Source: an optimization exercise on an open RTL-to-GDS flow (aim: small area, a short achievable clock period and few clock cycles per item). Production flows keep margins and buffers that such runs may drop.
The RTL was checked by simulation tests, not by an equivalence proof against the original design.
No activity file was given, so power comes from the tool's default toggle rates.

Setup of run A:
==> flow/design.v <==
`timescale 1ns / 1ps
package plist_pkg;
    localparam int POS_W = 16;
    localparam int VAL_W = 32;
    localparam int CAP   = 64;
    typedef enum logic [1:0] {
        CMD_INS_POS  = 2'd0,
        CMD_REM_POS  = 2'd1,
        CMD_INS_BACK = 2'd2,
        CMD_REM_BACK = 2'd3
    } cmd_t;
endpackage
`timescale 1ns / 1ps
module plist_cell (
    input  logic                        clk,
    input  logic                        we,
    input  logic [plist_pkg::VAL_W-1:0] value_in,
    output logic [plist_pkg::VAL_W-1:0] data
);
    always_ff @(posedge clk)
    begin
        if (we)
            data <= value_in;
    end
endmodule
`timescale 1ns / 1ps
module positional_list_engine #(
    parameter int CAPACITY = 64
) (
    input  logic                                    clk,
    input  logic                                    rst_n,
    input  logic                                    in_valid,
    output logic                                    in_ready,
    input  logic [1:0]                              cmd,
    input  logic signed [plist_pkg::POS_W-1:0]      position,
    input  logic signed [plist_pkg::VAL_W-1:0]      value_in,
    output logic                                    out_valid,
    input  logic                                    out_ready,
    output logic signed [plist_pkg::VAL_W-1:0]      value_out,
    output logic [$clog2(CAPACITY+1)-1:0]           entry_count,
    output logic                                    full_drop,
    output logic                                    remove_miss
);
    localparam int N  = plist_pkg::CAP;
    localparam int VW = plist_pkg::VAL_W;
    localparam int RW = VW + 7 + 2;         
    localparam int QD = 3;                  
    logic            accept;
    logic            r_v;
    logic            r_ins;
    logic            r_back;
    logic [6:0]      r_pc;
    logic [VW-1:0]   r_val;
    assign accept = in_valid && in_ready;
    assign r_v    = accept;
    assign r_ins  = !cmd[0];
    assign r_back = cmd[1];
    assign r_val  = value_in;
    always_comb
    begin
        if (position[plist_pkg::POS_W-1])
            r_pc = 7'd0;
        else if (|position[plist_pkg::POS_W-2:6])
            r_pc = 7'd64;
        else
            r_pc = {1'b0, position[5:0]};
    end
    logic [6:0]      n;
    logic [6:0]      n_next;
    logic            full;
    logic            empty;
    logic            pc_ge_n;
    logic            ok;
    logic            do_ins;
    logic            do_rem;
    logic [N:0]      t_n;                   
    logic [N-1:0]    t_p;                   
    logic [N-1:0]    ge;                    
    function automatic logic [N:0] therm65(input logic [6:0] v);
        logic [8:0] hi_oh;                  
        logic [7:0] lo_oh;                  
        logic [8:0] hi_gt;                  
        logic [7:0] lo_ge;                  
        logic [N:0] t;
        for (int h = 0; h < 9; h++)
            hi_oh[h] = (v[6:3] == 4'(h));
        for (int l = 0; l < 8; l++)
            lo_oh[l] = (v[2:0] == 3'(l));
        hi_gt[0] = 1'b0;
        for (int h = 1; h < 9; h++)
            hi_gt[h] = hi_gt[h-1] || hi_oh[h-1];
        lo_ge[0] = lo_oh[0];
        for (int l = 1; l < 8; l++)
            lo_ge[l] = lo_ge[l-1] || lo_oh[l];
        for (int c = 0; c <= N; c++)
            t[c] = hi_gt[c / 8] || (hi_oh[c / 8] && lo_ge[c % 8]);
        therm65 = t;
    endfunction
    assign full    = n[6];
    assign empty   = (n == 7'd0);
    assign pc_ge_n = !position[plist_pkg::POS_W-1]
                   && ((|position[plist_pkg::POS_W-2:6]) || t_n[position[5:0]]);
    always_comb
    begin
        if (r_ins)
            ok = !full;
        else if (r_back)
            ok = !empty;
        else
            ok = !empty && !pc_ge_n;
    end
    assign do_ins = r_v && r_ins && ok;
    assign do_rem = r_v && !r_ins && ok;
    logic [6:0]      n_inc;
    logic [6:0]      n_dec;
    assign n_inc  = n + 7'd1;
    assign n_dec  = n - 7'd1;
    assign n_next = ({7{do_ins}} & n_inc) | ({7{do_rem}} & n_dec)
                  | ({7{!do_ins && !do_rem}} & n);
    logic [N:0]      t_p65;
    assign t_n   = therm65(n);
    assign t_p65 = therm65(r_pc);
    assign t_p   = t_p65[N-1:0];
    always_comb
    begin
        for (int c = 0; c < N; c++)
        begin
            if (r_ins)
                ge[c] = (t_p[c] && !r_back) || t_n[c];
            else if (r_back)
                ge[c] = t_n[c+1];
            else
                ge[c] = t_p[c];
        end
    end
    logic            s_v;
    logic            s_ins;
    logic            s_rem;
    logic [N-1:0]    s_ge;
    logic [N-1:0]    s_eq;
    logic [VW-1:0]   s_val;
    logic [6:0]      s_cnt;
    logic            s_drop;
    logic            s_miss;
    logic [N-1:0]    s_wsel;                
    logic [5:0]      s_slot_n;              
    logic            s_reuse;               
    logic [7:0]      t_hi;                  
    logic [7:0]      t_lo;                  
    logic            t_rem;                 
    logic [N-1:0]    t_rsel;                
    logic [5:0]      t_slot_n;              
    always_ff @(posedge clk)
    begin
        s_wsel   <= {N{do_ins}} & (any_free ? first_free : t_rsel);
        s_slot_n <= any_free ? first_n : t_slot_n;
        s_reuse  <= do_ins && !any_free && !t_rem;
        s_ge   <= ge;
        s_eq   <= ge & ~{ge[N-2:0], 1'b0};
        s_val  <= r_val;
        s_cnt  <= n_next;
        s_drop <= r_ins && !ok;
        s_miss <= !r_ins && !ok;
    end
    logic [N-1:0]    free_map;
    logic [N-1:0]    avail;
    logic [N-1:0]    first_free;            
    logic            any_free;
    logic [5:0]      first_n;
    logic [5:0]      rem_slot;              
    logic [N-1:0]    s_we;                  
    logic [5:0]      s_new_n;               
    function automatic logic [7:0] first8(input logic [7:0] v);
        logic [7:0] f;
        for (int k = 0; k < 8; k++)
            f[k] = v[k] && !(|(v & ((8'd1 << k) - 8'd1)));
        first8 = f;
    endfunction
    function automatic logic [2:0] enc8(input logic [7:0] v);
        logic [2:0] e;
        e = '0;
        for (int k = 0; k < 8; k++)
            e = e | ({3{v[k]}} & 3'(k));
        enc8 = e;
    endfunction
    assign s_we    = s_reuse ? t_rsel : s_wsel;
    assign s_new_n = s_reuse ? t_slot_n : s_slot_n;
    assign avail   = free_map & ~s_wsel;
    logic [7:0]      grp_any;
    logic [7:0]      grp_first;
    logic [7:0]      in_first [8];
    logic [7:0]      in_sel;
    always_comb
    begin
        for (int g = 0; g < 8; g++)
        begin
            grp_any[g] = |avail[8*g +: 8];
            in_first[g] = first8(avail[8*g +: 8]);
        end
        grp_first = first8(grp_any);
        any_free  = |grp_any;
        in_sel    = '0;
        for (int g = 0; g < 8; g++)
        begin
            in_sel = in_sel | ({8{grp_first[g]}} & in_first[g]);
            for (int k = 0; k < 8; k++)
                first_free[8*g + k] = grp_first[g] && in_first[g][k];
        end
        first_n = {enc8(grp_first), enc8(in_sel)};
    end
    logic [5:0]      ptr [N];
    logic [VW-1:0]   data_w [N];
    always_comb
    begin
        rem_slot = '0;
        for (int p = 0; p < N; p++)
            rem_slot = rem_slot | ({6{s_eq[p]}} & ptr[p]);
    end
    assign t_rem = |t_hi;
    always_comb
    begin
        for (int s = 0; s < N; s++)
            t_rsel[s] = t_hi[s / 8] && t_lo[s % 8];
    end
    for (genvar p = 0; p < N; p++)
    begin : g_ptr
        logic [5:0] left_p;
        logic [5:0] right_p;
        logic       sel_hold;
        logic       sel_left;
        logic       sel_right;
        logic       sel_new;
        if (p == 0)
        begin : g_first
            assign left_p = s_new_n;
        end
        else
        begin : g_left
            assign left_p = ptr[p-1];
        end
        if (p == N - 1)
        begin : g_last
            assign right_p = '0;
        end
        else
        begin : g_right
            assign right_p = ptr[p+1];
        end
        assign sel_hold  = !(s_ge[p] && (s_ins || s_rem));
        assign sel_left  = s_ins && s_ge[p] && !s_eq[p];
        assign sel_right = s_rem && s_ge[p];
        assign sel_new   = s_ins && s_eq[p];
        always_ff @(posedge clk)
        begin
            ptr[p] <= ({6{sel_hold}}  & ptr[p])
                    | ({6{sel_left}}  & left_p)
                    | ({6{sel_right}} & right_p)
                    | ({6{sel_new}}   & s_new_n);
        end
    end
    for (genvar s = 0; s < N; s++)
    begin : g_slot
        plist_cell u_cell (
            .clk      (clk),
            .we       (s_we[s]),
            .value_in (s_val),
            .data     (data_w[s])
        );
    end
    always_ff @(posedge clk or negedge rst_n)
    begin
        if (!rst_n)
            free_map <= '1;
        else
            free_map <= (free_map & ~s_wsel) | (t_rsel & ~{N{s_reuse}});
    end
    logic            t_v;
    logic [6:0]      t_cnt;
    logic            t_drop;
    logic            t_miss;
    logic [VW-1:0]   rd_val;
    always_ff @(posedge clk)
    begin
        for (int k = 0; k < 8; k++)
        begin
            t_hi[k] <= s_rem && (rem_slot[5:3] == 3'(k));
            t_lo[k] <= (rem_slot[2:0] == 3'(k));
        end
        t_slot_n <= rem_slot;
        t_cnt  <= s_cnt;
        t_drop <= s_drop;
        t_miss <= s_miss;
    end
    always_comb
    begin
        logic [VW-1:0] grp;
        rd_val = '0;
        for (int h = 0; h < 8; h++)
        begin
            grp = '0;
            for (int l = 0; l < 8; l++)
                grp = grp | ({VW{t_lo[l]}} & data_w[8*h + l]);
            rd_val = rd_val | ({VW{t_hi[h]}} & grp);
        end
    end
    logic [RW-1:0]   q [QD];
    logic [RW-1:0]   res;
    logic [QD:0]     occ;                   
    logic [QD-1:0]   kept;                  
    logic [QD-1:0]   occ_next;
    logic            take;
    logic [2:0]      owed;                  
    logic [2:0]      owed_next;
    logic            room;
    assign res  = {rd_val, t_cnt, t_drop, t_miss};
    assign take = occ[0] && out_ready;
    always_comb
    begin
        for (int j = 0; j < QD; j++)
            kept[j] = take ? occ[j+1] : occ[j];
        for (int j = 0; j < QD; j++)
            occ_next[j] = kept[j] || (t_v && ((j == 0) || kept[(j + QD - 1) % QD]));
    end
    always_ff @(posedge clk or negedge rst_n)
    begin
        if (!rst_n)
            q[0] <= '0;
        else if (take || !occ[0])
            q[0] <= (take && occ[1]) ? q[1] : res;
    end
    always_ff @(posedge clk)
    begin
        for (int j = 1; j < QD; j++)
        begin
            if (take || !occ[j])
                q[j] <= (take && occ[j+1]) ? q[(j + 1) % QD] : res;
        end
    end
    assign owed_next = owed + {2'b0, accept} - {2'b0, take};
    assign in_ready  = room || take;
    always_ff @(posedge clk or negedge rst_n)
    begin
        if (!rst_n)
        begin
            n         <= '0;
            s_v       <= 1'b0;
            s_ins     <= 1'b0;
            s_rem     <= 1'b0;
            t_v       <= 1'b0;
            occ       <= '0;
            owed      <= '0;
            room      <= 1'b0;
        end
        else
        begin
            n         <= n_next;
            s_v       <= r_v;
            s_ins     <= do_ins;
            s_rem     <= do_rem;
            t_v       <= s_v;
            occ       <= {1'b0, occ_next};
            owed      <= owed_next;
            room      <= (owed_next < 3'(QD));
        end
    end
    assign out_valid   = occ[0];
    assign value_out   = q[0][RW-1 -: VW];
    assign entry_count = q[0][8:2];
    assign full_drop   = q[0][1];
    assign remove_miss = q[0][0];
endmodule
clock: 5.0 ns
lec_check: 0
cap_margin: 20
cell_pad_in_sites_detail_placement: 1
cell_pad_in_sites_global_placement: 1
core_margin: 2
core_utilization: 40
cts_cluster_diameter: 50
cts_cluster_size: 30
place_density: 0.55
setup_slack_margin: 2.3
slew_margin: 20
tns_end_percent: 100
run.sh (not shown) runs the stock make flow with config.mk's settings and CLKGATE_MAP_FILE= SYNTH_SCRIPT=/design/flow/synth_recipe.tcl, a recipe that flattens the netlist after the stock synthesis.
The final layout from run A, which completed every stage, passed the timing, DRC and antenna checks at the end of the flow.
Testbench counts of run A, summed over its fixed seeds: cycles 16,024, items 16,000.
Modified inputs, run B compared to run A
--- a/flow/design.v
+++ b/flow/design.v
@@ -96,8 +96,8 @@
             t[c] = hi_gt[c / 8] || (hi_oh[c / 8] && lo_ge[c % 8]);
         therm65 = t;
     endfunction
-    assign full    = n[6];
-    assign empty   = (n == 7'd0);
+    assign full    = !t_n[N-1];
+    assign empty   = t_n[0];
     assign pc_ge_n = !position[plist_pkg::POS_W-1]
                    && ((|position[plist_pkg::POS_W-2:6]) || t_n[position[5:0]]);
     always_comb
@@ -118,7 +118,16 @@
     assign n_next = ({7{do_ins}} & n_inc) | ({7{do_rem}} & n_dec)
                   | ({7{!do_ins && !do_rem}} & n);
     logic [N:0]      t_p65;
-    assign t_n   = therm65(n);
+    always_ff @(posedge clk or negedge rst_n)
+    begin
+        if (!rst_n)
+            t_n[N-1:0] <= '1;
+        else if (do_ins)
+            t_n[N-1:0] <= {t_n[N-2:0], 1'b0};
+        else if (do_rem)
+            t_n[N-1:0] <= t_n[N:1];
+    end
+    assign t_n[N] = 1'b1;
     assign t_p65 = therm65(r_pc);
     assign t_p   = t_p65[N-1:0];
     always_comb
Findings:
Internal power contribution went up slightly going from run A to run B. Post-synthesis simple-gate area fraction up 0.63 points in run B wrt run A. Diff run A -> run B: total chip power went up, synthesized cell count saw an increase, post-DP HPWL went down by about 1%, final cell count has increased, clock period minus final worst setup slack now sits lower. Met3 routed wirelength: higher on run B. The setup slack of run B is larger than that of run A. The count of inverters other than clock inverters in the layout of run B falls short of that of run A by 22. In run B relative to run A, global-route wire length before repair had gone down by a few percent. | non-clock buffer count | lower: run B |. Status: power per cell area parity (run B, run A). Run B ends up with a critical path depth that is 1 lower than in run A.
Testbench counts of run B, summed over its fixed seeds: cycles 16,024, items 16,000.

what the ideal ports hide:
In the flow no input, the clock included, has a driving cell. The finished layouts below were timed again as built, in two steps.
Step 1, drivers: a clkbuf_16 drives clk and a buf_2 each remaining input, both assumed.
Step 2 moves the port delays by t, midway between the first and last clock arrival at a register: inputs arrive t later, outputs are due t later. That takes back most of the time a late clock gives input paths.
a / b / c = no drivers / after step 1 / after step 2; a / b = the first two.
| run | shift t [ns] | setup WS [ns] | hold slack, ns | worst setup path at the end | cell pins on the clock port's net |
|---|---|---|---|---|---|
| run A | 1.024 | 2.102 / 2.102 / 1.395 | 0.327 / 0.327 / 0.327 | input to register | 1 |
| run B | 1.039 | 2.191 / 2.191 / 1.440 | 0.058 / -0.016 / 0.356 | input to register | 1 |
After both steps setup and hold are still met in every run listed. The setup slack of run B, which loses most, moves by 0.000 ns with the drivers and by -0.751 ns with both steps.
